What follows belongs to an exercise in optimizing a design on an open flow for small area, a short achievable clock period and few clock cycles; a production flow would make more cautious choices.
At most, simulation tests tie the RTL to the original design; equivalence was not proved.
No activity file was given, so power comes from the tool's default toggle rates.

## mm2s_cmd_gen
module mm2s_cmd_gen
#(
  parameter int CORE_INSTR_WIDTH = 64,
  parameter int CORE_CMD_WIDTH   = 80
) (
  input  logic                        clk,
  input  logic                        rst_n,
  input  logic [CORE_INSTR_WIDTH-1:0] s_axis_mm2s_instr_tdata,
  input  logic                        s_axis_mm2s_instr_tvalid,
  output logic                        s_axis_mm2s_instr_tready,
  output logic [CORE_CMD_WIDTH-1:0]   m_axis_mm2s_cmd_tdata,
  output logic                        m_axis_mm2s_cmd_tvalid,
  input  logic                        m_axis_mm2s_cmd_tready
);
Settings: LEC_CHECK=0, CAP_MARGIN=5, CORE_MARGIN=2, CORE_UTILIZATION=40, CTS_BUF_LIST=sky130_fd_sc_hd__clkbuf_8, CTS_CLUSTER_DIAMETER=50, CTS_CLUSTER_SIZE=12, SLEW_MARGIN=5; clock period 11.0 ns.
standard.sh (not shown) runs the stock make flow with config.mk's settings and CLKGATE_MAP_FILE= SYNTH_SCRIPT=/design/flow/synth_recipe.tcl, a recipe that flattens the netlist after the stock synthesis.
==> flow/flow/run.sh <==
#!/bin/bash
# Standard layout, with timing repair aiming at 6 ns below the clock period.
set -euo pipefail
bash standard.sh SETUP_SLACK_MARGIN=6 finish > standard_flow.log 2>&1
Testbench counts at the start, summed over its fixed seeds: cycles 12,595.
Next try:
CAP_MARGIN = 20   (was 5)
PLACE_DENSITY = 0.8   (was unset)
SLEW_MARGIN = 20   (was 5)
What happened:
- setup slack improves by 91 ps
- worst hold slack got worse by 36 ps
- final cell count fell by 1.4%
- cell area fell by 1.7%
- die area stays the same
- register-to-register slack gains 90 ps
- via count increases by 1.5%
- global-route usage came out lower by 3.3 points
- routed wire length drops by 8.8%
- utilization came out lower by 0.82 points
Next try:
==> flow/flow/run.sh (replaced) <==
#!/bin/bash
# Standard layout, with timing repair aiming at 5.7 ns below the clock period.
set -euo pipefail
bash standard.sh SETUP_SLACK_MARGIN=5.7 finish > standard_flow.log 2>&1
CTS_BUF_LIST = unset   (was sky130_fd_sc_hd__clkbuf_8)
CTS_CLUSTER_DIAMETER = unset   (was 50)
CTS_CLUSTER_SIZE = unset   (was 12)
PLACE_DENSITY = unset   (was 0.8)
Outcome:
- power went up by 1.2%
- register-to-register slack got worse by 210 ps
- cell count went down by 0.47%
- wire length went up by 8.2%
- die area is unchanged
- sequential power went up by about 2%
- sequential share of layout area stays flat

* * *

mm2s_cmd_gen, a different RTL version from the one above (not shown whole).
Size in the first run: roughly 2,900 cells after synthesis, ~150 I/O pins, ~27,000 um^2 of cells after synthesis.
==> flow/config.mk <==
export PLATFORM = sky130hd
export DESIGN_NAME = mm2s_cmd_gen
export DESIGN_NICKNAME = mm2s_cmd_gen
export VERILOG_FILES = /design/flow/design.v
export SDC_FILE = /design/flow/constraint.sdc
export NUM_CORES = 4
export LEC_CHECK = 0
export CAP_MARGIN = 20
export CORE_MARGIN = 2
export CORE_UTILIZATION = 40
export CTS_BUF_LIST = sky130_fd_sc_hd__clkbuf_8
export CTS_CLUSTER_DIAMETER = 50
export CTS_CLUSTER_SIZE = 12
export PLACE_DENSITY = 0.8
export SLEW_MARGIN = 20
==> flow/constraint.sdc <==
create_clock -name core_clock -period 11.0 [get_ports {clk}]
set_input_delay 2.2000 -clock core_clock [delete_from_list [all_inputs] [get_ports {clk}]]
set_output_delay 2.2000 -clock core_clock [all_outputs]
set_load 0.01 [all_outputs]
==> flow/flow/run.sh <==
#!/bin/bash
# Standard layout, with timing repair aiming at 5.8 ns below the clock period.
set -euo pipefail
bash standard.sh SETUP_SLACK_MARGIN=5.8 finish > standard_flow.log 2>&1
Edit:
==> flow/flow/run.sh (replaced) <==
#!/bin/bash
# Standard layout, with timing repair aiming at 6 ns below the clock period.
set -euo pipefail
bash standard.sh SETUP_SLACK_MARGIN=6 finish > standard_flow.log 2>&1
Settings changed: ABC_AREA set to 1.
Outcome: Clock power grows by about 7%; power fell by 6.6%; register-to-register slack improves by 0.20 ns; sequential power decreases by about 7%; routed wire length rises by 4.0%; design area climbs by 3.3%; core utilization went up by 0.52 points; combinational power shrinks by about 8%.
No functional check of the RTL was part of any run of this note.

* * *

== run 1 ==
RTL: one of the versions met above, not the one the previous note started from.
For scale: about 3,500 cells after synthesis, about 370 flip-flops, ~150 I/O pins, ~28,000 um2 of cells after synthesis.
Settings: LEC_CHECK=0, ABC_AREA=1, CAP_MARGIN=20, CORE_MARGIN=2, CORE_UTILIZATION=40, CTS_BUF_LIST=sky130_fd_sc_hd__clkbuf_8, CTS_CLUSTER_DIAMETER=50, CTS_CLUSTER_SIZE=12, PLACE_DENSITY=0.8, SLEW_MARGIN=20; clock period 11.0 ns.
==> flow/flow/run.sh <==
#!/bin/bash
# Standard layout, with timing repair aiming at 6 ns below the clock period.
set -euo pipefail
bash standard.sh SETUP_SLACK_MARGIN=6 finish > standard_flow.log 2>&1
Testbench counts of run 1, summed over its fixed seeds: cycles 12,595.
Edits applied to the flow inputs when going from run 1 to run 2:
==> flow/config.mk <==
export PLATFORM = sky130hd
export DESIGN_NAME = mm2s_cmd_gen
export DESIGN_NICKNAME = mm2s_cmd_gen
export VERILOG_FILES = /design/flow/design.v
export SDC_FILE = /design/flow/constraint.sdc
export NUM_CORES = 4
export LEC_CHECK = 0
export CAP_MARGIN = 20
export CORE_MARGIN = 2
export CORE_UTILIZATION = 60
export SLEW_MARGIN = 20
--- outcome ---
From run 1 to run 2 the numbers moved as follows: setup slack fell by 0.28 ns; area growth from synthesis to final layout rose by 2.7 points.
When run 2 is measured against run 1, its multiplexer share of the synthesized area turns out 4.6 points higher.
Per the comparison of run 2 with run 1, met3 layer usage reported by global route climbed 5.4 points; portion of total power attributed to combinational logic climbed 2.0 points; total stage count of the critical path climbed 5.
Looking only at worst hold slack, and setting everything else aside, the lower value of run 2 and run 1 goes to run 1.
Power per cell area delta for run 2 relative to run 1: 48 nW/um2 higher
Compared to run 1, run 2 was floorplanned on a smaller die.
> inputs changed (run 2 -> run 3)
--- a/flow/config.mk
+++ b/flow/config.mk
@@ -9,3 +9,3 @@
 export CORE_MARGIN = 2
-export CORE_UTILIZATION = 60
+export CORE_UTILIZATION = 40
 export SLEW_MARGIN = 20
Run 3 vs. run 2: height of the die went up by 48 um.
The run showing the smaller global-route usage is run 3.
Cmp run 3 vs run 2: total internal power higher in run 3
Run 3 packs its core more loosely than run 2.
Max share of layout cells above drive strength 1 across run 2 and run 3: run 2
Run 2 → run 3: final RePlAce weighted congestion went up; final cell count without fillers went up; sequential cell count did not really move.
Run 3: done, clean on timing, DRC and antenna
Via count of the first global-routing pass for run 3 is lower than for run 2.
Comparing run 3 against run 2, there is no change at all in number of max-slew violations in the final report.
diff inputs: run 3 => run 4
--- a/flow/config.mk
+++ b/flow/config.mk
@@ -7,2 +7,3 @@
 export LEC_CHECK = 0
+export ABC_AREA = 1
 export CAP_MARGIN = 20
@@ -10,2 +11,5 @@
 export CORE_UTILIZATION = 40
+export CTS_BUF_LIST = sky130_fd_sc_hd__clkbuf_8
+export CTS_CLUSTER_DIAMETER = 50
+export CTS_CLUSTER_SIZE = 12
 export SLEW_MARGIN = 20
==> comparison <==
Run 4 vs run 3 on share of cell area taken by muxes after synthesis: run 4 is the lower one. Maximum frequency improves in run 4 relative to run 3. On run 4: ratio of final minimum period to clock period is 1.6 points lower than what run 3 gave. Run 4 has fraction of layout instances using a drive strength above 1 below what run 3 had. Of the two values seen for most common cell after layout, fill and taps aside, nand2_1 was produced by run 4 and edfxtp_1 by run 3. Sort run 3 and run 4 by per-instance average area after synthesis desc -> top: run 3. Between run 4 and run 3, the final area figures differ only marginally.

what the ideal ports hide:
The flow's constraints put no driver on any port. The routed layouts listed below were extracted and timed again, unchanged, in two steps.
Step 1 (the two cells are an assumption about what drives the block):
set clk [get_ports {clk}]
set_driving_cell -lib_cell sky130_fd_sc_hd__clkbuf_16 $clk
set_driving_cell -lib_cell sky130_fd_sc_hd__buf_2 [delete_from_list [all_inputs] $clk]
Step 2 times the ports against the registers' clock, not the clock port: input delays grow and output delays shrink by t, the midpoint of the rising clock arrivals with the driver on.
Three values: no drivers, after step 1, after step 2; two values: the first two.
| run | t (ns) | setup WS [ns] | latest minus earliest clock arrival (ns) | worst slew at a driven data input, ns | pins driven straight from the clock port |
|---|---|---|---|---|---|
| the first run of note 1 | 0.757 | 5.897 / 5.897 / 5.448 | 0.052 / 0.052 | 0.05 | 1 |
| the second run of note 1 | 0.718 | 5.988 / 5.988 / 5.409 | 0.045 / 0.045 | 0.05 | 1 |
| the third run of note 1 | 0.664 | 5.779 / 5.779 / 5.185 | 0.035 / 0.036 | 0.05 | 1 |
| the first run of note 2 | 0.740 | 5.743 / 5.743 / 5.214 | 0.048 / 0.047 | 0.08 | 1 |
| the second run of note 2 | 0.720 | 5.941 / 5.941 / 5.447 | 0.052 / 0.052 | 0.05 | 1 |
| run 1 | 0.744 | 6.024 / 6.024 / 5.361 | 0.028 / 0.027 | 0.06 | 1 |
| run 2 | 0.640 | 5.743 / 5.743 / 5.544 | 0.033 / 0.034 | 0.08 | 1 |
| run 3 | 0.661 | 5.903 / 5.903 / 5.547 | 0.047 / 0.047 | 0.05 | 1 |
| run 4 | 0.749 | 6.079 / 6.079 / 5.485 | 0.056 / 0.056 | 0.05 | 1 |
After both steps setup and hold are still met in every run listed. The setup slack of run 1, which loses most, moves by 0.000 ns with the drivers and by -0.663 ns with both steps.
